What follows belongs to an exercise in optimizing a design on an open flow for small area and a short achievable clock period; a production flow would make more cautious choices. The RTL was checked by simulation tests, not by an equivalence proof against the original design. No activity file was given, so power comes from the tool's default toggle rates.

### flow/design.v
package pmp_pkg;
   localparam int PMP_ENTRIES = 16;
   typedef logic [1:0] pmp_mode_t;
   localparam pmp_mode_t MODE_OFF   = 2'd0;
   localparam pmp_mode_t MODE_TOR   = 2'd1;
   localparam pmp_mode_t MODE_NA4   = 2'd2;
   localparam pmp_mode_t MODE_NAPOT = 2'd3;
   localparam logic [11:0] CSR_PMPCFG_BASE  = 12'h3a0;
   localparam logic [11:0] CSR_PMPADDR_BASE = 12'h3b0;
   localparam logic [1:0] AXI_RESP_OKAY   = 2'b00;
   localparam logic [1:0] AXI_RESP_SLVERR = 2'b10;
endpackage
module pmp_axil_ctl (
   input  logic                clk,
   input  logic                reset,
   input  logic                awvalid,
   input  logic [13:0]         awaddr,
   output logic                awready,
   input  logic                wvalid,
   input  logic [31:0]         wdata,
   input  logic [3:0]          wstrb,
   output logic                wready,
   output logic                bvalid,
   output logic [1:0]          bresp,
   input  logic                bready,
   input  logic                arvalid,
   input  logic [13:0]         araddr,
   output logic                arready,
   output logic                rvalid,
   output logic [31:0]         rdata,
   output logic [1:0]          rresp,
   input  logic                rready,
   input  logic [3:0]          turn,         
   input  logic                clearing,     
   output logic                wr_cfg,       
   output logic                wr_addr,      
   output logic                wr_last,      
   output logic                rd_cfg,       
   output logic                rd_addr,
   input  logic [31:0]         rd_word       
);
   logic idle_q, wait_q, gow_q, gor_q, bvalid_q, rvalid_q;
   logic take;
   logic is_wr;
   logic [11:0] csr;
   logic sel_cfg, sel_addr;
   logic [3:0] at_turn;
   logic cfg_q, addr_q, wr_q, last_q;
   logic [3:0] at_q;
   logic go;
   logic [31:0] rdata_q;
   assign awready = gow_q;
   assign wready  = gow_q;
   assign arready = gor_q;
   assign is_wr = awvalid & wvalid;
   assign take  = idle_q & ~clearing & (is_wr | arvalid);
   assign csr   = is_wr ? awaddr[13:2] : araddr[13:2];
   assign sel_cfg  = (csr[11:2] == pmp_pkg::CSR_PMPCFG_BASE[11:2]);
   assign sel_addr = (csr[11:4] == pmp_pkg::CSR_PMPADDR_BASE[11:4]);
   assign at_turn = sel_cfg ? 4'(14 - 4 * csr[1:0]) : 4'(14 - csr[3:0]);
   always_ff @(posedge clk) begin
      if (take) begin
         cfg_q  <= sel_cfg;
         addr_q <= sel_addr;
         wr_q   <= is_wr;
         last_q <= (csr[3:0] == 4'd15);
         at_q   <= at_turn;
      end
   end
   assign go = wait_q & (~(cfg_q | addr_q) | (turn == at_q));
   always_ff @(posedge clk) begin
      if (reset) begin
         idle_q   <= 1'b1;
         wait_q   <= 1'b0;
         gow_q    <= 1'b0;
         gor_q    <= 1'b0;
         bvalid_q <= 1'b0;
         rvalid_q <= 1'b0;
      end else begin
         idle_q   <= (idle_q & ~take) | (bvalid_q & bready) | (rvalid_q & rready);
         wait_q   <= take | (wait_q & ~go);
         gow_q    <= go & wr_q;
         gor_q    <= go & ~wr_q;
         bvalid_q <= gow_q | (bvalid_q & ~bready);
         rvalid_q <= gor_q | (rvalid_q & ~rready);
      end
   end
   assign wr_cfg  = gow_q & cfg_q;
   assign wr_addr = gow_q & addr_q;
   assign wr_last = last_q;
   assign rd_cfg  = cfg_q;
   assign rd_addr = addr_q;
   always_ff @(posedge clk) begin
      if (gor_q) begin
         rdata_q <= rd_word;
      end
   end
   assign bvalid = bvalid_q;
   assign rvalid = rvalid_q;
   assign rdata  = rdata_q;
   assign bresp = {~(cfg_q | addr_q), 1'b0};
   assign rresp = {~(cfg_q | addr_q), 1'b0};
endmodule
module pmp_csr_regs (
   input  logic                                clk,
   input  logic                                reset,
   input  logic                                wr_cfg,
   input  logic                                wr_addr,
   input  logic                                wr_last,
   input  logic [31:0]                         csr_wdata,
   input  logic                                rd_cfg,
   input  logic                                rd_addr,
   output logic [31:0]                         rd_word,
   output logic [3:0]                          turn,
   output logic [7:0]                          turn_j,     
   output logic [15:0]                         first,      
   output logic                                clearing,
   output logic [pmp_pkg::PMP_ENTRIES*6-1:0]   slot_cfg,
   output logic [pmp_pkg::PMP_ENTRIES*30-1:0]  slot_addr_n    
);
   logic [5:0]  cfg_q  [16];
   logic [29:0] addr_q [16];    
   logic [3:0]  turn_q;
   logic [7:0]  turn_jq;
   logic        clear_q;
   logic [5:0]  cfg_d  [4];
   logic [29:0] addr_d;
   logic        zero;
   logic        addr_lock;
   always_ff @(posedge clk) begin
      if (reset) begin
         turn_q  <= 4'd0;
         turn_jq <= 8'd0;
         clear_q <= 1'b1;
      end else begin
         turn_q  <= turn_q + 4'd1;
         turn_jq <= {turn_jq[6:0], ~turn_jq[7]};
         clear_q <= clear_q & (turn_q != 4'd14);
      end
   end
   assign zero = reset | clear_q;
   for (genvar b = 0; b < 4; b++) begin : g_cfg_port
      logic [7:0] raw;
      logic [5:0] prev;
      assign raw  = csr_wdata[8*b +: 8];
      assign prev = cfg_q[(b + 15) % 16];
      always_comb begin
         cfg_d[b] = prev;
         if (wr_cfg & ~prev[5]) begin
            cfg_d[b] = {raw[7], raw[4:2], raw[1] & raw[0], raw[0]};
         end
      end
   end
   assign addr_lock = cfg_q[15][5] |
                      (~wr_last & cfg_q[0][5] & (cfg_q[0][4:3] == pmp_pkg::MODE_TOR));
   assign addr_d = (wr_addr & ~addr_lock) ? ~csr_wdata[29:0] : addr_q[15];
   always_ff @(posedge clk) begin
      cfg_q[0]  <= zero ? 6'd0 : cfg_d[0];
      addr_q[0] <= zero ? '1 : addr_d;
      for (int s = 1; s < 4; s++) begin
         cfg_q[s] <= cfg_d[s];
      end
      for (int s = 4; s < 16; s++) begin
         cfg_q[s] <= cfg_q[s-1];
      end
      for (int s = 1; s < 16; s++) begin
         addr_q[s] <= addr_q[s-1];
      end
   end
   always_comb begin
      rd_word = '0;
      if (rd_cfg) begin
         for (int b = 0; b < 4; b++) begin
            rd_word[8*b +: 8] = {cfg_q[(b + 15) % 16][5], 2'b00, cfg_q[(b + 15) % 16][4:0]};
         end
      end else if (rd_addr) begin
         rd_word = {2'b00, ~addr_q[15]};
      end
   end
   assign turn     = turn_q;
   assign turn_j   = turn_jq;
   always_comb begin
      first[0] = ~turn_jq[0] & ~turn_jq[7];
      first[8] = turn_jq[0] & turn_jq[7];
      for (int k = 1; k < 8; k++) begin
         first[k]   = turn_jq[k-1] & ~turn_jq[k];
         first[k+8] = ~turn_jq[k-1] & turn_jq[k];
      end
   end
   assign clearing = clear_q;
   for (genvar s = 0; s < 16; s++) begin : g_out
      assign slot_cfg[6*s +: 6]    = cfg_q[s];
      assign slot_addr_n[30*s +: 30] = addr_q[s];
   end
endmodule
module pmp_addr_eq (
   input  logic [29:0] req_addr,
   input  logic [29:0] hi_addr_n,     
   input  logic [29:0] ign,
   output logic        eq_hit
);
   assign eq_hit = ~|(~(req_addr ^ hi_addr_n) & ~ign);
endmodule
module pmp_addr_lt (
   input  logic [29:0] req_addr,
   input  logic [29:0] hi_addr_n,     
   output logic        below
);
   logic [31:0] g0, p0;
   logic [15:0] g1, p1;
   logic [7:0]  g2, p2;
   logic [3:0]  g3, p3;
   logic [1:0]  g4, p4;
   always_comb begin
      g0 = {2'b00, ~(req_addr | hi_addr_n)};
      p0 = {2'b11, ~(req_addr & hi_addr_n)};
      for (int k = 0; k < 16; k++) begin
         g1[k] = g0[2*k+1] | (p0[2*k+1] & g0[2*k]);
         p1[k] = p0[2*k+1] & p0[2*k];
      end
      for (int k = 0; k < 8; k++) begin
         g2[k] = g1[2*k+1] | (p1[2*k+1] & g1[2*k]);
         p2[k] = p1[2*k+1] & p1[2*k];
      end
      for (int k = 0; k < 4; k++) begin
         g3[k] = g2[2*k+1] | (p2[2*k+1] & g2[2*k]);
         p3[k] = p2[2*k+1] & p2[2*k];
      end
      for (int k = 0; k < 2; k++) begin
         g4[k] = g3[2*k+1] | (p3[2*k+1] & g3[2*k]);
         p4[k] = p3[2*k+1] & p3[2*k];
      end
   end
   assign below = g4[1] | (p4[1] & g4[0]);
endmodule
module pmp_region_match (
   input  logic [32:0]                         check_req,
   input  logic [15:0]                         first,      
   input  logic                                clearing,
   input  logic [pmp_pkg::PMP_ENTRIES*6-1:0]   slot_cfg,
   input  logic [pmp_pkg::PMP_ENTRIES*30-1:0]  slot_addr_n,   
   output logic [pmp_pkg::PMP_ENTRIES-1:0]     match_vec,
   output logic [pmp_pkg::PMP_ENTRIES-1:0]     allow_vec
);
   logic [29:0] req_addr;
   logic [pmp_pkg::PMP_ENTRIES-1:0] below;
   assign req_addr   = check_req[32:3];
   for (genvar s = 0; s < pmp_pkg::PMP_ENTRIES; s++) begin : g_match
      logic [29:0] hi_addr_n;
      logic [5:0]  cfg;
      logic [29:0] ign;
      logic        eq_hit;
      logic        tor_hit;
      logic        is_tor;
      logic        is_eq;
      logic        perm;
      assign hi_addr_n = slot_addr_n[30*s +: 30];
      assign cfg     = slot_cfg[6*s +: 6];
      assign is_tor = ~clearing & (cfg[4:3] == pmp_pkg::MODE_TOR);
      assign is_eq  = ~clearing & cfg[4];
      always_comb begin
         ign[0] = cfg[3];
         for (int j = 1; j < 30; j++) begin
            ign[j] = ign[j-1] & ~hi_addr_n[j-1];
         end
      end
      pmp_addr_eq u_eq (.req_addr, .hi_addr_n, .ign, .eq_hit);
      pmp_addr_lt u_lt (.req_addr, .hi_addr_n, .below(below[s]));
      assign tor_hit = below[s] & (first[s] | ~below[(s + 15) % 16]);
      assign match_vec[s] = (is_tor & tor_hit) | (is_eq & eq_hit);
      always_comb begin
         case (check_req[2:1])
            2'd0:    perm = cfg[0];
            2'd1:    perm = cfg[1];
            2'd2:    perm = cfg[2];
            default: perm = 1'b0;
         endcase
      end
      assign allow_vec[s] = perm | (check_req[0] & ~cfg[5]);
   end
endmodule
module pmp_prio (
   input  logic [15:0] match_vec,
   input  logic [15:0] upper,       
   output logic [15:0] win,
   output logic        hit
);
   logic [15:0] up_match;
   logic [15:0] up_before;   
   logic [15:0] all_before;  
   logic        any_up;
   always_comb begin
      up_match = match_vec & upper;
      for (int s = 0; s < 16; s++) begin
         up_before[s]  = |(up_match & 16'((32'd1 << s) - 1));
         all_before[s] = |(match_vec & 16'((32'd1 << s) - 1));
      end
      any_up = |up_match;
      for (int s = 0; s < 16; s++) begin
         win[s] = match_vec[s] & (upper[s] ? ~up_before[s] : ~(any_up | all_before[s]));
      end
      hit = |match_vec;
   end
endmodule
module pmp_check (
   input  logic                                clk,
   input  logic                                reset,
   input  logic                                check_valid,
   input  logic                                machine,
   input  logic [3:0]                          turn,
   input  logic [7:0]                          turn_j,
   input  logic [pmp_pkg::PMP_ENTRIES-1:0]     match_vec,
   input  logic [pmp_pkg::PMP_ENTRIES-1:0]     allow_vec,
   output logic                                resp_valid,
   output logic [5:0]                          resp
);
   logic [15:0] upper;
   logic [15:0] win;
   logic        hit;
   logic        allowed;
   logic [15:0] win_q;
   logic [15:0] allow_q;
   logic        hit_q;
   logic        machine_q;
   logic [3:0]  ent [16];    
   logic [3:0]  hit_idx;
   always_comb begin
      for (int s = 0; s < 16; s++) begin
         if (s < 8) upper[s] = ~turn_j[7] & ~turn_j[s];
         else       upper[s] = ~turn_j[7] | turn_j[s-8];
      end
   end
   pmp_prio u_prio (
      .match_vec, .upper, .win, .hit
   );
   always_ff @(posedge clk) begin
      if (reset) begin
         resp_valid <= 1'b0;
      end else begin
         resp_valid <= check_valid;
      end
   end
   always_ff @(posedge clk) begin
      win_q     <= win;
      allow_q   <= allow_vec;
      hit_q     <= hit;
      machine_q <= machine;
   end
   always_comb begin
      allowed = machine_q & ~hit_q;
      for (int s = 0; s < 16; s++) begin
         allowed = allowed | (win_q[s] & allow_q[s]);
      end
      hit_idx = '0;
      for (int s = 0; s < 16; s++) begin
         ent[s]  = 4'(s + 1) - turn;
         hit_idx = hit_idx | ({4{win_q[s]}} & ent[s]);
      end
   end
   assign resp = {allowed, hit_q, hit_idx};
endmodule
module pmp_top (
   input  logic                 clk,
   input  logic                 reset,
   input  logic                 awvalid,
   input  logic [13:0]          awaddr,
   output logic                 awready,
   input  logic                 wvalid,
   input  logic [31:0]          wdata,
   input  logic [3:0]           wstrb,
   output logic                 wready,
   output logic                 bvalid,
   output logic [1:0]           bresp,
   input  logic                 bready,
   input  logic                 arvalid,
   input  logic [13:0]          araddr,
   output logic                 arready,
   output logic                 rvalid,
   output logic [31:0]          rdata,
   output logic [1:0]           rresp,
   input  logic                 rready,
   input  logic                 check_valid,
   input  logic [32:0]          check_req,
   output logic                 resp_valid,
   output logic [5:0]           resp
);
   logic                               wr_cfg, wr_addr, wr_last;
   logic                               rd_cfg, rd_addr;
   logic [31:0]                        rd_word;
   logic [3:0]                         turn;
   logic [7:0]                         turn_j;
   logic [15:0]                        first;
   logic                               clearing;
   logic [pmp_pkg::PMP_ENTRIES*6-1:0]  slot_cfg;
   logic [pmp_pkg::PMP_ENTRIES*30-1:0] slot_addr_n;
   logic [pmp_pkg::PMP_ENTRIES-1:0]    match_vec;
   logic [pmp_pkg::PMP_ENTRIES-1:0]    allow_vec;
   pmp_axil_ctl u_ctl (
      .clk, .reset,
      .awvalid, .awaddr, .awready, .wvalid, .wdata, .wstrb, .wready,
      .bvalid, .bresp, .bready,
      .arvalid, .araddr, .arready, .rvalid, .rdata, .rresp, .rready,
      .turn, .clearing, .wr_cfg, .wr_addr, .wr_last, .rd_cfg, .rd_addr, .rd_word
   );
   pmp_csr_regs u_regs (
      .clk, .reset,
      .wr_cfg, .wr_addr, .wr_last, .csr_wdata(wdata),
      .rd_cfg, .rd_addr, .rd_word,
      .turn, .turn_j, .first, .clearing, .slot_cfg, .slot_addr_n
   );
   pmp_region_match u_match (
      .check_req, .first, .clearing, .slot_cfg, .slot_addr_n, .match_vec, .allow_vec
   );
   pmp_check u_check (
      .clk, .reset,
      .check_valid, .machine(check_req[0]), .turn, .turn_j, .match_vec, .allow_vec,
      .resp_valid, .resp
   );
endmodule
### flow/flow/run.sh
#!/bin/bash
# Standard layout, with the slow stacked complex cells kept out of the
# netlist: flow/dont_use.txt lists the platform's own don't-use cells plus
# those.
set -e
cp standard.sh standard_sh.txt
bash standard.sh DONT_USE_CELLS="$(tr '\n' ' ' < flow/dont_use.txt)" finish > standard.log 2>&1
### flow/flow/dont_use.txt
sky130_fd_sc_hd__probe_p_8
sky130_fd_sc_hd__probec_p_8
sky130_fd_sc_hd__lpflow_bleeder_1
sky130_fd_sc_hd__lpflow_clkbufkapwr_1
sky130_fd_sc_hd__lpflow_clkbufkapwr_16
sky130_fd_sc_hd__lpflow_clkbufkapwr_2
sky130_fd_sc_hd__lpflow_clkbufkapwr_4
sky130_fd_sc_hd__lpflow_clkbufkapwr_8
sky130_fd_sc_hd__lpflow_clkinvkapwr_1
sky130_fd_sc_hd__lpflow_clkinvkapwr_16
sky130_fd_sc_hd__lpflow_clkinvkapwr_2
sky130_fd_sc_hd__lpflow_clkinvkapwr_4
sky130_fd_sc_hd__lpflow_clkinvkapwr_8
sky130_fd_sc_hd__lpflow_decapkapwr_12
sky130_fd_sc_hd__lpflow_decapkapwr_3
sky130_fd_sc_hd__lpflow_decapkapwr_4
sky130_fd_sc_hd__lpflow_decapkapwr_6
sky130_fd_sc_hd__lpflow_decapkapwr_8
sky130_fd_sc_hd__lpflow_inputiso0n_1
sky130_fd_sc_hd__lpflow_inputiso0p_1
sky130_fd_sc_hd__lpflow_inputiso1n_1
sky130_fd_sc_hd__lpflow_inputiso1p_1
sky130_fd_sc_hd__lpflow_inputisolatch_1
sky130_fd_sc_hd__lpflow_isobufsrc_1
sky130_fd_sc_hd__lpflow_isobufsrc_16
sky130_fd_sc_hd__lpflow_isobufsrc_2
sky130_fd_sc_hd__lpflow_isobufsrc_4
sky130_fd_sc_hd__lpflow_isobufsrc_8
sky130_fd_sc_hd__lpflow_isobufsrckapwr_16
sky130_fd_sc_hd__lpflow_lsbuf_lh_hl_isowell_tap_1
sky130_fd_sc_hd__lpflow_lsbuf_lh_hl_isowell_tap_2
sky130_fd_sc_hd__lpflow_lsbuf_lh_hl_isowell_tap_4
sky130_fd_sc_hd__lpflow_lsbuf_lh_isowell_4
sky130_fd_sc_hd__lpflow_lsbuf_lh_isowell_tap_1
sky130_fd_sc_hd__lpflow_lsbuf_lh_isowell_tap_2
sky130_fd_sc_hd__lpflow_lsbuf_lh_isowell_tap_4
sky130_fd_sc_hd__a2111o_1
sky130_fd_sc_hd__a2111o_2
sky130_fd_sc_hd__a2111o_4
sky130_fd_sc_hd__a2111oi_0
sky130_fd_sc_hd__a2111oi_1
sky130_fd_sc_hd__a2111oi_2
sky130_fd_sc_hd__a2111oi_4
sky130_fd_sc_hd__a221oi_1
sky130_fd_sc_hd__a221oi_2
sky130_fd_sc_hd__a221oi_4
sky130_fd_sc_hd__a222oi_1
sky130_fd_sc_hd__a311oi_1
sky130_fd_sc_hd__a311oi_2
sky130_fd_sc_hd__a311oi_4
sky130_fd_sc_hd__a32oi_1
sky130_fd_sc_hd__a32oi_2
sky130_fd_sc_hd__a32oi_4
sky130_fd_sc_hd__a41oi_1
sky130_fd_sc_hd__a41oi_2
sky130_fd_sc_hd__a41oi_4
sky130_fd_sc_hd__nor4b_1
sky130_fd_sc_hd__nor4b_2
sky130_fd_sc_hd__nor4b_4
sky130_fd_sc_hd__nor4bb_1
sky130_fd_sc_hd__nor4bb_2
sky130_fd_sc_hd__nor4bb_4
sky130_fd_sc_hd__o2111a_1
sky130_fd_sc_hd__o2111a_2
sky130_fd_sc_hd__o2111a_4
sky130_fd_sc_hd__o2111ai_1
sky130_fd_sc_hd__o2111ai_2
sky130_fd_sc_hd__o2111ai_4
sky130_fd_sc_hd__o221ai_1
sky130_fd_sc_hd__o221ai_2
sky130_fd_sc_hd__o221ai_4
sky130_fd_sc_hd__o311ai_0
sky130_fd_sc_hd__o311ai_1
sky130_fd_sc_hd__o311ai_2
sky130_fd_sc_hd__o311ai_4
sky130_fd_sc_hd__o32ai_1
sky130_fd_sc_hd__o32ai_2
sky130_fd_sc_hd__o32ai_4
sky130_fd_sc_hd__o41ai_1
sky130_fd_sc_hd__o41ai_2
sky130_fd_sc_hd__o41ai_4
sky130_fd_sc_hd__or3_1
sky130_fd_sc_hd__or3_2
sky130_fd_sc_hd__or3_4
sky130_fd_sc_hd__or3b_1
sky130_fd_sc_hd__or3b_2
sky130_fd_sc_hd__or3b_4
sky130_fd_sc_hd__or4_1
sky130_fd_sc_hd__or4_2
sky130_fd_sc_hd__or4_4
sky130_fd_sc_hd__or4b_1
sky130_fd_sc_hd__or4b_2
sky130_fd_sc_hd__or4b_4
sky130_fd_sc_hd__or4bb_1
sky130_fd_sc_hd__or4bb_2
sky130_fd_sc_hd__or4bb_4
### flow/standard.sh
#!/bin/bash
# synth_recipe.tcl (not shown) runs the flow's synth.tcl, then flattens the netlist and writes it again
# the make line also repeats each setting of config.mk as NAME=value (left out here)
make -C /OpenROAD-flow-scripts/flow DESIGN_CONFIG=/design/flow/config.mk WORK_HOME=/design/flow/orfs CLKGATE_MAP_FILE= SYNTH_SCRIPT=/design/flow/synth_recipe.tcl "${@:-finish}"
### flow/config.mk
export PLATFORM = sky130hd
export DESIGN_NAME = pmp_top
export DESIGN_NICKNAME = pmp_top
export VERILOG_FILES = /design/flow/design.v
export SDC_FILE = /design/flow/constraint.sdc
export NUM_CORES = 4
export LEC_CHECK = 0
export CAP_MARGIN = 20
export CORE_MARGIN = 2
export CORE_UTILIZATION = 60
export CTS_CLUSTER_DIAMETER = 150
export CTS_CLUSTER_SIZE = 24
export SETUP_SLACK_MARGIN = 3.0
export SLEW_MARGIN = 20
export SYNTH_HIERARCHICAL = 1
### flow/constraint.sdc
create_clock -name core_clock -period 7.0 [get_ports {clk}]
set_input_delay 1.4000 -clock core_clock [delete_from_list [all_inputs] [get_ports {clk}]]
set_output_delay 1.4000 -clock core_clock [all_outputs]
set_load 0.01 [all_outputs]
==> flow_metrics.py, run 1 <==
metrics = {
    "die": {
        "core_area_sq_um": 60000,
        "start_util": 0.604,
        "dieArea_sq_um": 62400,
        "die_x_microns": 250,
        "rows": 90,
        "ioPinCount": 153,
        "die_y_microns": 250,
    },
    "clocking": {
        "cts.sinks": 670,
        "cts_max_path_buffers": 3,
        "clkTransAtPathRegs_ns": 0.10,
        "clk_latency_ns": 0.64,
        "numCtsBuffers": 31,
        "h-tree-depth": 1,
        "root_buffer": "clkbuf_16",
        "cts_tree": "done",
    },
    "power_and_ir_drop": {
        "ir_worst_vdd_mv": 0.202,
        "netSwitchingPower_mw": 1.66,
        "p_int_mw": 4.91,
        "p_per_area_nw_per_um2": 164,
        "switching_share": 0.253,
        "finalPower_mw": 6.57,
        "p_leak_nw": 12.8,
        "p_seq_frac": 0.588,
        "clkPwrFrac": 0.309,
        "pwr-share-comb": 0.104,
    },
    "synthesis": {
        "synth_seq_cells": 670,
        "synthXorXnorAreaFrac": 0.119,
        "yosys.area_share.simple": 0.243,
        "syn_area_sq_um": 36300,
        "synth-main-ff-cell": "dfxtp_1",
        "synth_area_leaders": "dfxtp_1, xor2_1, o22ai_1",
        "synth_mux_area_frac": 0.0111,
        "synth_cells": 4095,
        "synth_top_area_frac": 0.348,
        "async_flop_share": 0,
        "synthAdderAreaFrac": 0.00345,
        "synth_edf_count": 40,
        "syn-mean-instance-area_sq_um": 8.86,
        "synth_top_family_by_area": "simple AND/OR/NAND/NOR gates",
        "synth-seq-area-share": 0.381,
        "synth-compound-area-share": 0.222,
        "yosys.area.top_type": "dfxtp_1",
        "synth_cell_type_count": 84,
        "yosys_warnings": 16,
    },
    "finish": {
        "design_area_sq_um": 40000,
        "final_common_cell": "dfxtp_1",
        "area_growth_pct": 10.2,
        "drive_gt1_frac": 0.0953,
        "final_nets": 4393,
        "mostFrequentLayoutCells": "dfxtp_1, xor2_1, o22ai_1",
        "antennaDiodeCount": 0,
    },
    "timing": {
        "final_max_slew_viol_count": 0,
        "setup_tns_ns": 0,
        "rsz0062_at_grt": "true",
        "timing.final.ws_setup_ns": 3.04,
        "slew_headroom": 0.302,
        "fin_skew_ns": 0.0152,
        "period_share": 0.565,
        "worst_pin_slew_ns": 1.05,
        "finalSetupViolCount": 0,
        "period_needed_ns": 3.96,
        "hold_violations": 0,
        "max_freq_mhz": 253,
    },
    "worst_setup_path": {
        "crit_path_top_delay_cell": "dfxtp_4",
        "path_cells": "inv_1 > ha_1 > a21oi_1 > xor2_1 > a211oi_2 > nand4_1 > dlygate4sd2_1",
        "rr_worst_depth": 12,
        "crit_path_start_kind": "register",
        "worstPathMaxFanout": 5,
        "worst-setup-path-type": "reg2out",
        "crit_family": "compound AO/OA/AOI/OAI gates",
        "startpoint": "u_regs.turn_q[1]$_SDFF_PP0_",
        "cp.depth": 7,
        "max_stage_delay_ns": 0.44,
        "crit_path_end_kind": "output pin",
        "cp.arrival_ns": 2.56,
        "crit_buf_inv": 2,
        "required_ns": 5.60,
        "timing.rr.start": "u_regs.cfg_q[5][3]$_DFF_P_",
    },
    "drt": {
        "wire_per_inst_microns": 25.4,
        "drt.antenna.violating_nets": 0,
        "drc": 0,
        "drt_iter0_drc": 4504,
        "drt-total-wl_microns": 129000,
        "viasPerCell": 6.91,
        "vias": 35000,
        "dr.pass1.iters": 9,
    },
    "placement": {
        "hpwl_microns": 89700,
        "port_buffers": 141,
        "place_ws_ns": 1.78,
        "place_area_sq_um": 38600,
        "place.gp.congestion": 1.00,
    },
    "run_status": {
        "status": "complete, no violations",
    },
    "min_path": {
        "min_from": "u_regs.cfg_q[9][4]$_DFF_P_",
        "whs_path_depth": 0,
        "hold_class": "reg2reg",
    },
    "grt": {
        "grt_pass1_vias": 32000,
        "antenna_found_initial": 1,
        "grt_pass1_wl_microns": 196000,
        "gr-total-overflow": 0,
        "grtUsageTotal": 0.398,
        "grt_max_degree": 65,
    },
    "job": {
        "cap_violations": 0,
    },
}
-- metrics by stage --
stage                     cells  hold WS [ns]   util
after CTS                  5053         0.355  0.660
final                      5065         0.352  0.666
after floorplan            4097         0.330      -
after global routing       5065         0.357  0.666
after detailed placement   5006         0.336  0.644
after global placement     5006         0.333  0.644
-- registers in the layout, indices dropped and copies added, names as in the netlist, 4 cells and up --
register and flops:
u_regs.turn_jq 8, u_check.allow_q 16, u_regs.addr_q 480, u_check.win_q 16, u_ctl.at_q 4, u_regs.cfg_q 96
u_ctl.rdata_q 32, u_regs.turn_q 4
-- kinds of logic (layout without fill, tap and decap cells) --
family | count (synthesis) | after routing
buffers and inverters | 153 | 338
adder cells (fa/ha/maj) | 10 | 10
AO/OA/AOI/OAI | 1171 | 1171
multiplexers | 38 | 38
flip-flops | 670 | 670
XOR/XNOR | 491 | 491
other | 3 | 5
AND/OR/NAND/NOR | 1559 | 1560
-- power by group through the flow --
stage | clock network [mW] | registers [mW] | logic, mW
5_1_grt | 2.17 | 3.86 | 0.723
2_1_floorplan | 0 | 3.94 | 0.280
3_3_place_gp | 0 | 3.95 | 0.630
6_report | 2.03 | 3.86 | 0.680
3_5_place_dp | 0 | 3.95 | 0.639
4_1_cts | 2.05 | 3.86 | 0.655
-- modules after synthesis, one instance, submodules excluded, excerpt --
module            flip-flops and latches  area [sq um]
pmp_axil_ctl                          46          1840
pmp_addr_lt                            0           429
pmp_prio                               0           584
pmp_region_match                       0          6040
pmp_csr_regs                         589         13300
pmp_addr_eq                            0           389
pmp_check                             35          1400
-- cell type report --
type,count,area [sq um]
fillers,5148,20000
repair buffers,219,2140
clock buffers,38,812
flip-flops and latches,670,13800
inverters,81,307
well taps,782,978
multi-input cells,3275,21900
-- cells in the mapped netlist, drive strengths merged, types with 4 or more instances --
cell type,number
dfxtp,630
xor2,482
o22ai,356
nand2,355
nor2,266
nor3,240
nor4,232
o21ai,159
a22oi,158
a21oi,111
nand3,101
o31ai,99
nor2b,85
nand4,84
o211ai,83
a211oi,81
inv,81
a31oi,67
buf,56
nand2b,48
nor3b,45
edfxtp,40
nand4b,29
mux2i,23
or2,22
a22o,18
and4,17
clkbuf,16
o22a,16
mux2,15
ha,10
and2,9
nand3b,9
xnor2,9
and3,6
nand4bb,6
a21o,4
-- path summary, 6_finish.rpt --
path / slack, ns / end
worst max register to register: 3.23 / u_check.win_q[3]$_DFF_P_
worst min-delay path: 0.35 / u_regs.cfg_q[10][4]$_DFF_P_
worst min register to register: 0.35 / u_regs.cfg_q[10][4]$_DFF_P_
worst max-delay path: 3.04 / resp[3]
-- timing repair --
action                     CTS  global route
setup buffers                9            10
setup endpoints to repair   20            19
hold buffers                 0             0
gates cloned                 0             1
gates resized for setup     44            62
pin swaps                    7            11
-- routing by layer --
layer  vias up  wire [microns]  global-route usage
met5         -              12                   0
met4         2            5760               0.162
met3       355           14700              0.0775
met2      2167           55100               0.599
met1     16600           53300               0.559
li1      15900               -                   -
==> run 2: changes to the inputs <==
--- a/flow/config.mk
+++ b/flow/config.mk
@@ -10,6 +10,6 @@
 export CORE_UTILIZATION = 60
 export CTS_CLUSTER_DIAMETER = 150
 export CTS_CLUSTER_SIZE = 24
-export SETUP_SLACK_MARGIN = 3.0
+export SETUP_SLACK_MARGIN = 3.4
 export SLEW_MARGIN = 20
 export SYNTH_HIERARCHICAL = 1
==> run 2 against run 1 <==
  * Register-to-register slack improved by 0.07 ns
  * Sequential share of layout area is 2.3 points lower
  * Clock power grew 2%
  * Power is 3.4% higher
  * Critical path type unchanged
  * Largest cell class unchanged
  * Highest routed layer unchanged
==> flow_metrics.py, run 2 <==
metrics = {
    "run_status": {
        "status": "complete, no violations",
    },
    "power_and_ir_drop": {
        "p_leak_nw": 14.3,
        "finalPower_mw": 6.79,
        "p_per_area_nw_per_um2": 158,
        "ir_worst_vdd_mv": 0.224,
    },
    "finish": {
        "largest_reg_flops": 480,
        "top_register": "u_regs.addr_q",
        "final_common_cell": "dfxtp_1",
        "area_growth_pct": 18.2,
        "largestRegisters": "u_regs.addr_q: 480 flops, u_regs.cfg_q: 96 flops, u_ctl.rdata_q: 32 flops",
        "mostFrequentLayoutCells": "dfxtp_1, xor2_1, nand2_1, o22ai_1, nor2_1",
        "final_nets": 4524,
        "drive_gt1_frac": 0.143,
    },
    "grt": {
        "antenna_found_initial": 4,
        "grt_pass1_wl_microns": 201000,
        "grt_max_degree": 49,
        "gr-total-overflow": 0,
        "grtUsageTotal": 0.410,
        "grt_pass1_vias": 32700,
    },
    "timing": {
        "period_share": 0.534,
        "max_freq_mhz": 268,
        "finalSetupViolCount": 0,
        "period_needed_ns": 3.74,
        "hold_violations": 0,
        "final_max_slew_viol_count": 0,
        "setup_tns_ns": 0,
        "rsz0062_at_grt": "true",
        "fin_skew_ns": 0.0292,
        "slew_headroom": 0.247,
        "worst_pin_slew_ns": 1.13,
    },
    "clocking": {
        "cts.sinks": 670,
        "clkTransAtPathRegs_ns": 0.10,
        "h-tree-depth": 1,
        "cts_max_path_buffers": 3,
        "cts_tree": "done",
        "numCtsBuffers": 31,
        "clk_latency_ns": 0.66,
        "root_buffer": "clkbuf_16",
        "cts_hold_buf": 0,
    },
    "worst_setup_path": {
        "r2r_slack_ns": 3.30,
        "worst-setup-path-type": "reg2out",
        "path_cells": "ha_4 > nor3b_2 > o21bai_1 > a221o_1 > a211oi_2 > nand4_1 > buf_2",
        "max_stage_delay_ns": 0.45,
        "rr_worst_depth": 12,
        "crit_buf_inv": 1,
        "timing.rr.start": "u_regs.addr_q[12][5]$_DFF_P_",
        "crit_path_top_delay_cell": "dfxtp_4",
        "cp.arrival_ns": 2.34,
        "crit_family": "compound AO/OA/AOI/OAI gates",
        "required_ns": 5.60,
        "worstPathMaxFanout": 5,
        "crit_path_end_kind": "output pin",
        "r2r_end": "u_check.win_q[8]$_DFF_P_",
        "crit_path_start_kind": "register",
    },
    "die": {
        "dieArea_sq_um": 62400,
        "start_util": 0.604,
        "core_area_sq_um": 60000,
        "die_y_microns": 250,
        "die_x_microns": 250,
        "rows": 90,
        "ioPinCount": 153,
    },
    "synthesis": {
        "synth_cells": 4095,
        "yosys.area.top_type": "dfxtp_1",
        "synth-main-ff-cell": "dfxtp_1",
        "synth_area_leaders": "dfxtp_1, xor2_1, o22ai_1",
        "yosys_warnings": 16,
        "synth_cell_type_count": 84,
        "yosysMostFrequentCell": "dfxtp_1",
        "synth_top_area_frac": 0.348,
        "synth_seq_cells": 670,
        "netlist_top_cells_count": "dfxtp_1, xor2_1, o22ai_1",
        "synth_edf_count": 40,
        "syn_area_sq_um": 36300,
        "syn-mean-instance-area_sq_um": 8.86,
        "synth-seq-area-share": 0.381,
        "async_flop_share": 0,
    },
    "min_path": {
        "min_to": "u_regs.cfg_q[8][2]$_DFF_P_",
        "hold_class": "reg2reg",
        "min_from": "u_regs.cfg_q[7][2]$_DFF_P_",
        "whs_path_depth": 0,
    },
    "drt": {
        "drt-total-wl_microns": 145000,
        "dr.pass1.iters": 8,
        "viasPerCell": 7.11,
        "drt.antenna.violating_nets": 0,
        "vias": 37000,
        "drt_iter0_drc": 5594,
        "drc": 0,
        "wire_per_inst_microns": 27.8,
    },
    "placement": {
        "hpwl_microns": 91100,
        "place.gp.congestion": 0.975,
        "port_buffers": 141,
    },
    "job": {
        "cap_violations": 0,
    },
}
[run 2: cell counts after synthesis]
Identical to the previous run, type by type.
[run 2: area by class of cell]
class	instances	area, sq um
multi-input cells	3276	22600
repair buffers	349	4330
clock buffers	38	812
clock inverters	1	8.76
flip-flops and latches	670	13900
well taps	782	978
inverters	81	307
diodes	1	2.50
fillers	4741	17200
[run 2: worst max path at each step]
stage / start / endpoint / slack [ns] / cells past startpoint
2_1_floorplan: check_req[32] / u_check.win_q[8]$_DFF_P_ / 3.44 / 11
5_1_grt: u_regs.addr_q[12][5]$_DFF_P_ / u_check.win_q[8]$_DFF_P_ / 3.16 / 12
3_3_place_gp: check_req[12] / u_check.hit_q$_DFF_P_ / 1.93 / 13
4_1_cts: u_regs.turn_q[2]$_SDFF_PP0_ / resp[3] / 3.29 / 7
3_5_place_dp: check_req[10] / u_check.win_q[2]$_DFF_P_ / 1.90 / 14
6_report: u_regs.turn_q[2]$_SDFF_PP0_ / resp[3] / 3.26 / 7
[run 2: metal layers]
layer | GRT usage | vias to the layer above | wire (microns)
li1 | - | 16200 | -
met1 | 0.554 | 17400 | 55300
met2 | 0.624 | 2809 | 61800
met3 | 0.0998 | 580 | 19400
met4 | 0.176 | 4 | 8100
met5 | 0 | - | 26
[run 2: timing repair]
| action | CTS | global route |
|---|---|---|
| endpoints found under the setup margin | 23 | 23 |
| cloned | 7 | 26 |
| gates resized for setup | 208 | 181 |
| buffers inserted | 44 | 75 |
| pin swaps | 43 | 64 |
[run 2: metrics by stage]
stage,instance area [sq um],setup slack (ns),hold WS (ns),std cells,utilization
after detailed placement,38600,1.90,0.336,5005,0.643
after global routing,42900,3.16,0.357,5197,0.714
after CTS,40700,3.29,0.352,5095,0.677
after global placement,38600,1.93,0.332,5005,0.642
after floorplan,36300,3.44,0.330,4097,-
final,42900,3.26,0.351,5198,0.714
[run 2: logic make-up (layout without fill, tap and decap cells)]
logic type,count (synthesis),count (layout),synth area share
AOI/OAI and AO/OA,1171,1171,0.222
xor gates and xnor gates,491,491,0.119
adders and majority gates,10,10,0.00345
buffers and inverters,153,469,0.0209
DFF,670,670,0.381
muxes,38,38,0.0111
other,3,6,0.000310
and+or+nand+nor,1559,1561,0.243
[run 2: modules after synthesis, one instance, submodules excluded, excerpt]
module | cell area [sq um] | times used
pmp_addr_lt | 429 | 16
pmp_region_match | 6040 | 1
pmp_csr_regs | 13300 | 1
pmp_check | 1400 | 1
pmp_axil_ctl | 1840 | 1
pmp_prio | 584 | 1
pmp_addr_eq | 389 | 16
[run 2: report_power, final]
| part | leakage (nW) | internal (mW) | switching (mW) |
|---|---|---|---|
| sequential | 5.48 | 3.85 | 0.0111 |
| combinational | 8.40 | 0.349 | 0.511 |
| clock | 0.401 | 0.817 | 1.25 |
| total | 14.3 | 5.01 | 1.78 |
==> run 3: changes to the inputs <==
--- a/flow/config.mk
+++ b/flow/config.mk
@@ -10,6 +10,6 @@
 export CORE_UTILIZATION = 60
 export CTS_CLUSTER_DIAMETER = 150
 export CTS_CLUSTER_SIZE = 24
-export SETUP_SLACK_MARGIN = 3.4
+export SETUP_SLACK_MARGIN = 3.2
 export SLEW_MARGIN = 20
 export SYNTH_HIERARCHICAL = 1
==> run 3 against run 2 <==
  * Still clean on timing, DRC and antenna
  * Sequential cell count unchanged
  * Synthesized cell count unchanged
  * Register-to-register slack about the same
  * Clock-buffer cell count unchanged
  * Critical path depth increased by 8
  * Design area decreased by 5.4%
  * Critical path type is now in2reg
==> flow_metrics.py, run 3 <==
metrics = {
    "timing": {
        "hold_ws_ns": 0.353,
        "period_share": 0.542,
        "finalSetupViolCount": 0,
        "slew_headroom": 0.392,
        "final_max_slew_viol_count": 0,
        "timing.final.ws_setup_ns": 3.21,
        "period_needed_ns": 3.79,
        "max_freq_mhz": 264,
        "worst_pin_slew_ns": 0.912,
        "setup_tns_ns": 0,
        "rsz0062_at_grt": "true",
        "fin_skew_ns": 0.0147,
        "hold_violations": 0,
    },
    "drt": {
        "dr.pass1.iters": 6,
        "viasPerCell": 6.93,
        "drc": 0,
        "drt_iter0_drc": 4831,
        "drt-total-wl_microns": 131000,
        "wire_per_inst_microns": 25.8,
        "drt.antenna.violating_nets": 0,
        "vias": 35200,
    },
    "grt": {
        "grt_max_degree": 65,
        "antenna_found_initial": 0,
        "grtUsageTotal": 0.399,
        "gr-total-overflow": 0,
        "grt_pass1_wl_microns": 197000,
        "grt_pass1_vias": 32100,
    },
    "finish": {
        "drive_gt1_frac": 0.106,
        "largest_reg_flops": 480,
        "largestRegisters": "u_regs.addr_q: 480 flops, u_regs.cfg_q: 96 flops, u_ctl.rdata_q: 32 flops",
        "area_growth_pct": 11.8,
        "top_register": "u_regs.addr_q",
        "final_common_cell": "dfxtp_1",
        "design_area_sq_um": 40600,
        "antennaDiodeCount": 0,
        "mostFrequentLayoutCells": "dfxtp_1, xor2_1, o22ai_1",
        "final_nets": 4406,
    },
    "clocking": {
        "clkTransAtPathRegs_ns": 0.09,
        "root_buffer": "clkbuf_16",
        "h-tree-depth": 1,
        "clk_latency_ns": 0.64,
        "cts_tree": "done",
        "cts_hold_buf": 0,
        "cts_max_path_buffers": 3,
        "numCtsBuffers": 31,
        "cts.sinks": 670,
    },
    "synthesis": {
        "yosys.area.top_type": "dfxtp_1",
        "synth_area_leaders": "dfxtp_1, xor2_1, o22ai_1",
        "synth_edf_count": 40,
        "syn-mean-instance-area_sq_um": 8.86,
        "yosysMostFrequentCell": "dfxtp_1",
        "netlist_top_cells_count": "dfxtp_1, xor2_1, o22ai_1",
        "synth_cell_type_count": 84,
        "synth_seq_cells": 670,
        "syn_area_sq_um": 36300,
        "synth_top_area_frac": 0.348,
        "yosys_warnings": 16,
        "synth-main-ff-cell": "dfxtp_1",
        "synth-seq-area-share": 0.381,
        "async_flop_share": 0,
        "synth_cells": 4095,
    },
    "worst_setup_path": {
        "r2r_end": "u_check.win_q[9]$_DFF_P_",
        "worstPathMaxFanout": 33,
        "cp.arrival_ns": 4.32,
        "crit_path_start_kind": "input port",
        "worst-setup-path-type": "in2reg",
        "required_ns": 7.53,
        "crit_path_end_kind": "register",
        "r2r_slack_ns": 3.29,
        "path_cells": "buf_12 > buf_4 > o22ai_1 > a211oi_1 > o211ai_1 > a21oi_1 > o211ai_1 > buf_4 > nand2b_1 > nand4b_1 > a21oi_2 > a22oi_2 > and3_4 > and2_1 > a31o_1",
        "cp.depth": 15,
        "crit_family": "compound AO/OA/AOI/OAI gates",
        "max_stage_delay_ns": 0.35,
        "crit_path_top_delay_cell": "a211oi_1",
        "timing.rr.start": "u_regs.addr_q[15][7]$_DFF_P_",
        "crit_buf_inv": 3,
        "rr_worst_depth": 12,
    },
    "die": {
        "ioPinCount": 153,
        "core_area_sq_um": 60000,
        "dieArea_sq_um": 62400,
        "die_y_microns": 250,
        "rows": 90,
        "die_x_microns": 250,
        "start_util": 0.604,
    },
    "placement": {
        "port_buffers": 141,
        "place.gp.congestion": 1.00,
        "place_area_sq_um": 38600,
        "place_ws_ns": 1.78,
        "hpwl_microns": 89700,
    },
    "min_path": {
        "whs_path_depth": 0,
        "min_from": "u_regs.cfg_q[7][0]$_DFF_P_",
        "hold_class": "reg2reg",
        "min_to": "u_regs.cfg_q[8][0]$_DFF_P_",
    },
    "job": {
        "cap_violations": 0,
    },
    "power_and_ir_drop": {
        "finalPower_mw": 6.60,
        "p_leak_nw": 13.0,
        "p_per_area_nw_per_um2": 163,
        "ir_worst_vdd_mv": 0.203,
    },
    "run_status": {
        "status": "complete, no violations",
    },
}
[run 3: cell count changes in the layout (fill, tap and decap cells not counted), sizes merged, moves of 2 or more]
cell,delta
clkbuf,-18
buf,-95
clkdlybuf4s50,+3
bufbuf,-5
dlymetal6s2s,-2
[run 3: routing by layer]
layer / track usage / wire length (microns) / vias up
met4: 0.170 / 6040 / 0
met5: 0 / 0 / -
met1: 0.561 / 53800 / 16600
met2: 0.599 / 56200 / 2204
li1: - / - / 16000
met3: 0.0770 / 15100 / 411
[run 3: worst max-delay path by stage]
stage | startpoint | end
after floorplan | check_req[32] | u_check.win_q[8]$_DFF_P_
after global placement | check_req[11] | u_check.win_q[8]$_DFF_P_
after detailed placement | check_req[11] | u_check.win_q[8]$_DFF_P_
after CTS | u_regs.turn_q[1]$_SDFF_PP0_ | resp[3]
after global routing | u_regs.cfg_q[5][3]$_DFF_P_ | u_check.win_q[3]$_DFF_P_
final | check_req[10] | u_check.win_q[9]$_DFF_P_
[run 3: per-module statistics from Yosys, one instance, submodules excluded, a selection]
| module | cells | flip-flops and latches | copies in the design |
|---|---|---|---|
| pmp_check | 140 | 35 | 1 |
| pmp_axil_ctl | 118 | 46 | 1 |
| pmp_region_match | 1013 | 0 | 1 |
| pmp_addr_eq | 50 | 0 | 16 |
| pmp_prio | 88 | 0 | 1 |
| pmp_addr_lt | 70 | 0 | 16 |
| pmp_csr_regs | 816 | 589 | 1 |
[run 3: kinds of logic (layout without fill, tap and decap cells)]
family                     Yosys count  in the layout  share of synthesized area
and+or+nand+nor                   1559           1561                      0.243
AOI/OAI and AO/OA                 1171           1171                      0.222
DFF                                670            670                      0.381
xor gates and xnor gates           491            491                      0.119
buffers and inverters              153            350                     0.0209
muxes                               38             38                     0.0111
adders and majority gates           10             10                    0.00345
other                                3              5                   0.000310
[run 3: layout make-up]
class | instances | area [sq um]
Multi-Input combinational cell | 3276 | 22200
Sequential cell | 670 | 13800
Clock buffer | 38 | 812
Timing Repair Buffer | 231 | 2460
Fill cell | 5075 | 19500
Tap cell | 782 | 978
Inverter | 81 | 307
[run 3: what timing repair did]
action	4_1_cts	5_1_grt
resized for setup	94	104
gates cloned	2	4
pin swaps	15	28
setup endpoints to repair	21	21
setup buffers	15	13
[run 3: worst register-to-register path, delay by kind of cell, from the launching register on]
kind	cells	cell delay (ns)
flip-flops	1	0.57
AND/OR/NAND/NOR	8	2.28
AO/OA/AOI/OAI	4	0.76
[run 3: metrics by stage]
stage / utilization / cells
2_1_floorplan: - / 4097
3_3_place_gp: 0.644 / 5006
3_5_place_dp: 0.644 / 5006
4_1_cts: 0.664 / 5061
5_1_grt: 0.676 / 5078
6_report: 0.676 / 5078
[run 3: power breakdown]
part,switching [mW],internal [mW]
clock network,1.22,0.813
registers,0.0116,3.85
logic,0.448,0.260
==> run 4: changes to the inputs <==
--- a/flow/flow/dont_use.txt
+++ b/flow/flow/dont_use.txt
@@ -94,3 +94,66 @@
 sky130_fd_sc_hd__or4bb_1
 sky130_fd_sc_hd__or4bb_2
 sky130_fd_sc_hd__or4bb_4
+sky130_fd_sc_hd__a21bo_1
+sky130_fd_sc_hd__a21bo_2
+sky130_fd_sc_hd__a21bo_4
+sky130_fd_sc_hd__a221o_1
+sky130_fd_sc_hd__a221o_2
+sky130_fd_sc_hd__a221o_4
+sky130_fd_sc_hd__a2bb2o_1
+sky130_fd_sc_hd__a2bb2o_2
+sky130_fd_sc_hd__a2bb2o_4
+sky130_fd_sc_hd__a311o_1
+sky130_fd_sc_hd__a311o_2
+sky130_fd_sc_hd__a311o_4
+sky130_fd_sc_hd__a31o_1
+sky130_fd_sc_hd__a31o_2
+sky130_fd_sc_hd__a31o_4
+sky130_fd_sc_hd__a32o_1
+sky130_fd_sc_hd__a32o_2
+sky130_fd_sc_hd__a32o_4
+sky130_fd_sc_hd__a41o_1
+sky130_fd_sc_hd__a41o_2
+sky130_fd_sc_hd__a41o_4
+sky130_fd_sc_hd__and4_1
+sky130_fd_sc_hd__and4_2
+sky130_fd_sc_hd__and4_4
+sky130_fd_sc_hd__and4b_1
+sky130_fd_sc_hd__and4b_2
+sky130_fd_sc_hd__and4b_4
+sky130_fd_sc_hd__and4bb_1
+sky130_fd_sc_hd__and4bb_2
+sky130_fd_sc_hd__and4bb_4
+sky130_fd_sc_hd__nand4b_1
+sky130_fd_sc_hd__nand4b_2
+sky130_fd_sc_hd__nand4b_4
+sky130_fd_sc_hd__nand4bb_1
+sky130_fd_sc_hd__nand4bb_2
+sky130_fd_sc_hd__nand4bb_4
+sky130_fd_sc_hd__nor4_1
+sky130_fd_sc_hd__nor4_2
+sky130_fd_sc_hd__nor4_4
+sky130_fd_sc_hd__o21ba_1
+sky130_fd_sc_hd__o21ba_2
+sky130_fd_sc_hd__o21ba_4
+sky130_fd_sc_hd__o221a_1
+sky130_fd_sc_hd__o221a_2
+sky130_fd_sc_hd__o221a_4
+sky130_fd_sc_hd__o2bb2a_1
+sky130_fd_sc_hd__o2bb2a_2
+sky130_fd_sc_hd__o2bb2a_4
+sky130_fd_sc_hd__o311a_1
+sky130_fd_sc_hd__o311a_2
+sky130_fd_sc_hd__o311a_4
+sky130_fd_sc_hd__o31a_1
+sky130_fd_sc_hd__o31a_2
+sky130_fd_sc_hd__o31a_4
+sky130_fd_sc_hd__o32a_1
+sky130_fd_sc_hd__o32a_2
+sky130_fd_sc_hd__o32a_4
+sky130_fd_sc_hd__o41a_1
+sky130_fd_sc_hd__o41a_2
+sky130_fd_sc_hd__o41a_4
+sky130_fd_sc_hd__or2b_1
+sky130_fd_sc_hd__or2b_2
+sky130_fd_sc_hd__or2b_4
==> run 4 against run 3 <==
  * Still clean on timing, DRC and antenna
  * Register-to-register slack improved by 0.07 ns
  * Critical path depth did not move
  * Design area increased by 2.7%
  * Die area fell by 1.2%
  * Clock power is essentially flat
  * Setup slack lost 0.063 ns
  * Synthesized cell count is 3.1% higher
  * Via count increased by 0.50%
  * Clock skew increased by 0.014 ns
  * Combinational power up 16%
  * Sequential share of layout area decreased by 0.90 points
  * Critical endpoint is now u_check.win_q[13]$_DFF_P_
==> flow_metrics.py, run 4 <==
metrics = {
    "run_status": {
        "status": "complete, no violations",
    },
    "finish": {
        "final_nets": 4623,
        "area_growth_pct": 16.2,
        "mostFrequentLayoutCells": "dfxtp_1, nor2_1, xor2_1",
        "drive_gt1_frac": 0.116,
        "largestRegisters": "u_regs.addr_q: 480 flops, u_regs.cfg_q: 96 flops, u_ctl.rdata_q: 32 flops",
        "design_area_sq_um": 41600,
        "final_util": 0.705,
        "top_register": "u_regs.addr_q",
        "fillers": 4824,
        "final_common_cell": "dfxtp_1",
        "largest_reg_flops": 480,
    },
    "synthesis": {
        "netlist_top_cells_count": "dfxtp_1, nor2_1, xor2_1",
        "synth_seq_cells": 670,
        "synthAdderAreaFrac": 0.00349,
        "yosys_warnings": 16,
        "synth_cell_type_count": 70,
        "synthXorXnorAreaFrac": 0.120,
        "synth-main-ff-cell": "dfxtp_1",
        "syn-mean-instance-area_sq_um": 8.48,
        "yosys.area.top_type": "dfxtp_1",
        "synth_top_area_frac": 0.352,
        "yosysMostFrequentCell": "dfxtp_1",
        "synth_edf_count": 40,
        "synth_mux_area_frac": 0.0195,
        "yosys.area_share.simple": 0.239,
        "synth_area_leaders": "dfxtp_1, xor2_1, o22ai_1",
        "synth-compound-area-share": 0.211,
        "synth_top_family_by_area": "simple AND/OR/NAND/NOR gates",
        "synth-seq-area-share": 0.386,
        "async_flop_share": 0,
        "syn_area_sq_um": 35800,
        "synth_cells": 4223,
    },
    "die": {
        "die_y_microns": 248,
        "die_x_microns": 248,
        "rows": 89,
        "start_util": 0.607,
        "core_area_sq_um": 59000,
        "dieArea_sq_um": 61700,
        "ioPinCount": 153,
    },
    "drt": {
        "drt_iter0_drc": 4763,
        "drt-total-wl_microns": 136000,
        "wire_per_inst_microns": 25.7,
        "vias": 35400,
        "drt.antenna.violating_nets": 0,
        "drc": 0,
        "dr.pass1.iters": 8,
        "viasPerCell": 6.69,
    },
    "timing": {
        "rsz0062_at_grt": "true",
        "timing.final.ws_setup_ns": 3.15,
        "period_needed_ns": 3.85,
        "max_freq_mhz": 259,
        "period_share": 0.551,
        "slew_headroom": 0.0705,
        "fin_skew_ns": 0.0284,
        "worst_pin_slew_ns": 1.39,
        "setup_tns_ns": 0,
        "finalSetupViolCount": 0,
        "final_max_slew_viol_count": 0,
        "hold_violations": 0,
    },
    "power_and_ir_drop": {
        "p_seq_frac": 0.574,
        "switching_share": 0.257,
        "netSwitchingPower_mw": 1.73,
        "p_int_mw": 5.00,
        "clkPwrFrac": 0.304,
        "ir_worst_vdd_mv": 0.255,
        "pwr-share-comb": 0.122,
        "p_leak_nw": 14.4,
        "p_per_area_nw_per_um2": 162,
        "finalPower_mw": 6.73,
    },
    "worst_setup_path": {
        "crit_path_start_kind": "input port",
        "cp.arrival_ns": 4.43,
        "required_ns": 7.58,
        "timing.rr.start": "u_regs.cfg_q[5][3]$_DFF_P_",
        "worst-setup-path-type": "in2reg",
        "worstPathMaxFanout": 23,
        "r2r_end": "u_check.win_q[13]$_DFF_P_",
        "r2r_slack_ns": 3.36,
        "crit_path_end_kind": "register",
        "rr_worst_depth": 14,
    },
    "clocking": {
        "cts_hold_buf": 0,
        "cts_max_path_buffers": 3,
        "clkTransAtPathRegs_ns": 0.10,
        "h-tree-depth": 1,
        "clk_latency_ns": 0.65,
        "root_buffer": "clkbuf_16",
        "numCtsBuffers": 31,
        "cts.sinks": 670,
        "cts_tree": "done",
    },
    "min_path": {
        "whs_path_depth": 0,
        "hold_class": "reg2reg",
        "min_from": "u_regs.cfg_q[6][1]$_DFF_P_",
        "min_to": "u_regs.cfg_q[7][1]$_DFF_P_",
    },
    "grt": {
        "grt_pass1_wl_microns": 188000,
        "antenna_found_initial": 0,
        "grt_pass1_vias": 31200,
        "gr-total-overflow": 0,
        "grtUsageTotal": 0.393,
        "grt_max_degree": 49,
    },
    "job": {
        "cap_violations": 0,
    },
    "placement": {
        "port_buffers": 141,
        "place.gp.congestion": 0.986,
        "hpwl_microns": 88700,
        "place_ws_ns": 1.66,
        "place_area_sq_um": 38200,
    },
}
run 4: worst max-delay path, stage by stage:
cell	delay, ns
buf_16	0.16
buf_12	0.20
a22oi_2	0.22
nand4_1	0.15
a211oi_2	0.26
a21oi_2	0.14
o211ai_1	0.35
nor2b_2	0.21
nor3_1	0.05
a21oi_1	0.23
nor2_2	0.09
a22oi_2	0.32
nand4_4	0.18
o31ai_2	0.22
and3_1	0.19
run 4: logic make-up after synthesis:
group / after synthesis
compound gates: 1118
xor+xnor: 490
mux: 68
flops: 670
other cells: 3
buf+inv: 163
simple gates: 1701
fa+ha+maj: 10
run 4: final cells by class:
type | count | area [sq um] | share of cell area
Multi-Input combinational cell | 3392 | 21800 | 0.524
Sequential cell | 670 | 13800 | 0.332
Timing Repair Buffer | 302 | 3800 | 0.0914
Tap cell | 773 | 967 | 0.0232
Clock buffer | 38 | 812 | 0.0195
Inverter | 111 | 418 | 0.0100
Antenna cell | 2 | 5.00 | 0.000120
run 4: repair_timing:
action,CTS,global route
setup endpoints to repair,22,18
hold endpoints to repair,0,0
pin swaps,17,88
buffers inserted,19,56
gates cloned,3,27
resized for setup,137,186
run 4: metrics by stage:
step	instances	hold slack, ns
after floorplan	4225	0.330
after global placement	5143	0.333
after detailed placement	5143	0.337
after CTS	5203	0.351
after global routing	5286	0.353
final	5288	0.345
run 4: per-module statistics from Yosys, one instance, submodules excluded, a selection:
| module | copies in the design | cell area, sq um |
|---|---|---|
| pmp_check | 1 | 1400 |
| pmp_csr_regs | 1 | 13400 |
| pmp_addr_lt | 16 | 429 |
| pmp_prio | 1 | 569 |
| pmp_axil_ctl | 1 | 1820 |
| pmp_addr_eq | 16 | 399 |
| pmp_region_match | 1 | 5390 |
run 4: layer usage:
layer | GRT usage | share of wire | vias up
met1 | 0.544 | 0.40 | 16700
met2 | 0.611 | 0.44 | 2265
li1 | - | - | 16000
met3 | 0.0690 | 0.11 | 435
met4 | 0.149 | 0.049 | 0
met5 | 0.00715 | 0 | -
run 4: how the worst max path moves through the flow:
stage	endpoint	depth (start not counted)	startpoint	slack, ns
floorplan	u_check.win_q[14]$_DFF_P_	13	check_req[32]	3.45
global placement	u_check.win_q[9]$_DFF_P_	15	check_req[10]	1.68
detailed placement	u_check.win_q[9]$_DFF_P_	15	check_req[10]	1.66
CTS	resp[3]	8	u_regs.turn_q[1]$_SDFF_PP0_	3.17
global route	u_check.win_q[13]$_DFF_P_	17	check_req[4]	2.97
finish	u_check.win_q[13]$_DFF_P_	15	check_req[18]	3.15
run 4: power by group through the flow:
stage / logic, mW / clock network (mW) / registers [mW]
final: 0.821 / 2.05 / 3.86
after CTS: 0.677 / 2.05 / 3.86
after global routing: 0.861 / 2.17 / 3.86
after detailed placement: 0.634 / 0 / 3.95
after floorplan: 0.284 / 0 / 3.94
after global placement: 0.627 / 0 / 3.95

## static timing again, ports no longer ideal
In the flow no input, the clock included, has a driving cell. The finished layouts below were timed again as built, in two steps.
Step 1 sets driving cells, clkbuf_16 on the clock port and buf_2 on the other inputs (assumed; they add their load-dependent delay and slew).
Step 2 times the ports against the registers' clock, not the clock port: input delays grow and output delays shrink by t, the midpoint of the rising clock arrivals with the driver on.
Three values: no drivers, after step 1, after step 2; two values: the first two.
run	t, ns	slack for setup (ns)	worst setup path at the end	worst register clock-pin slew, ns	cell pins on the clock port's net
run 1	0.696	3.045 / 2.978 / 2.442	input to register	0.11 / 0.11	1
run 2	0.708	3.262 / 3.137 / 2.429	input to register	0.11 / 0.11	1
run 3	0.702	3.208 / 3.175 / 2.513	input to register	0.11 / 0.11	1
run 4	0.706	3.145 / 3.048 / 2.342	input to register	0.11 / 0.11	1
After both steps every run listed still meets setup and hold. For run 2, which loses most, drivers alone change the setup slack by -0.125 ns; drivers and shift together by -0.833 ns.
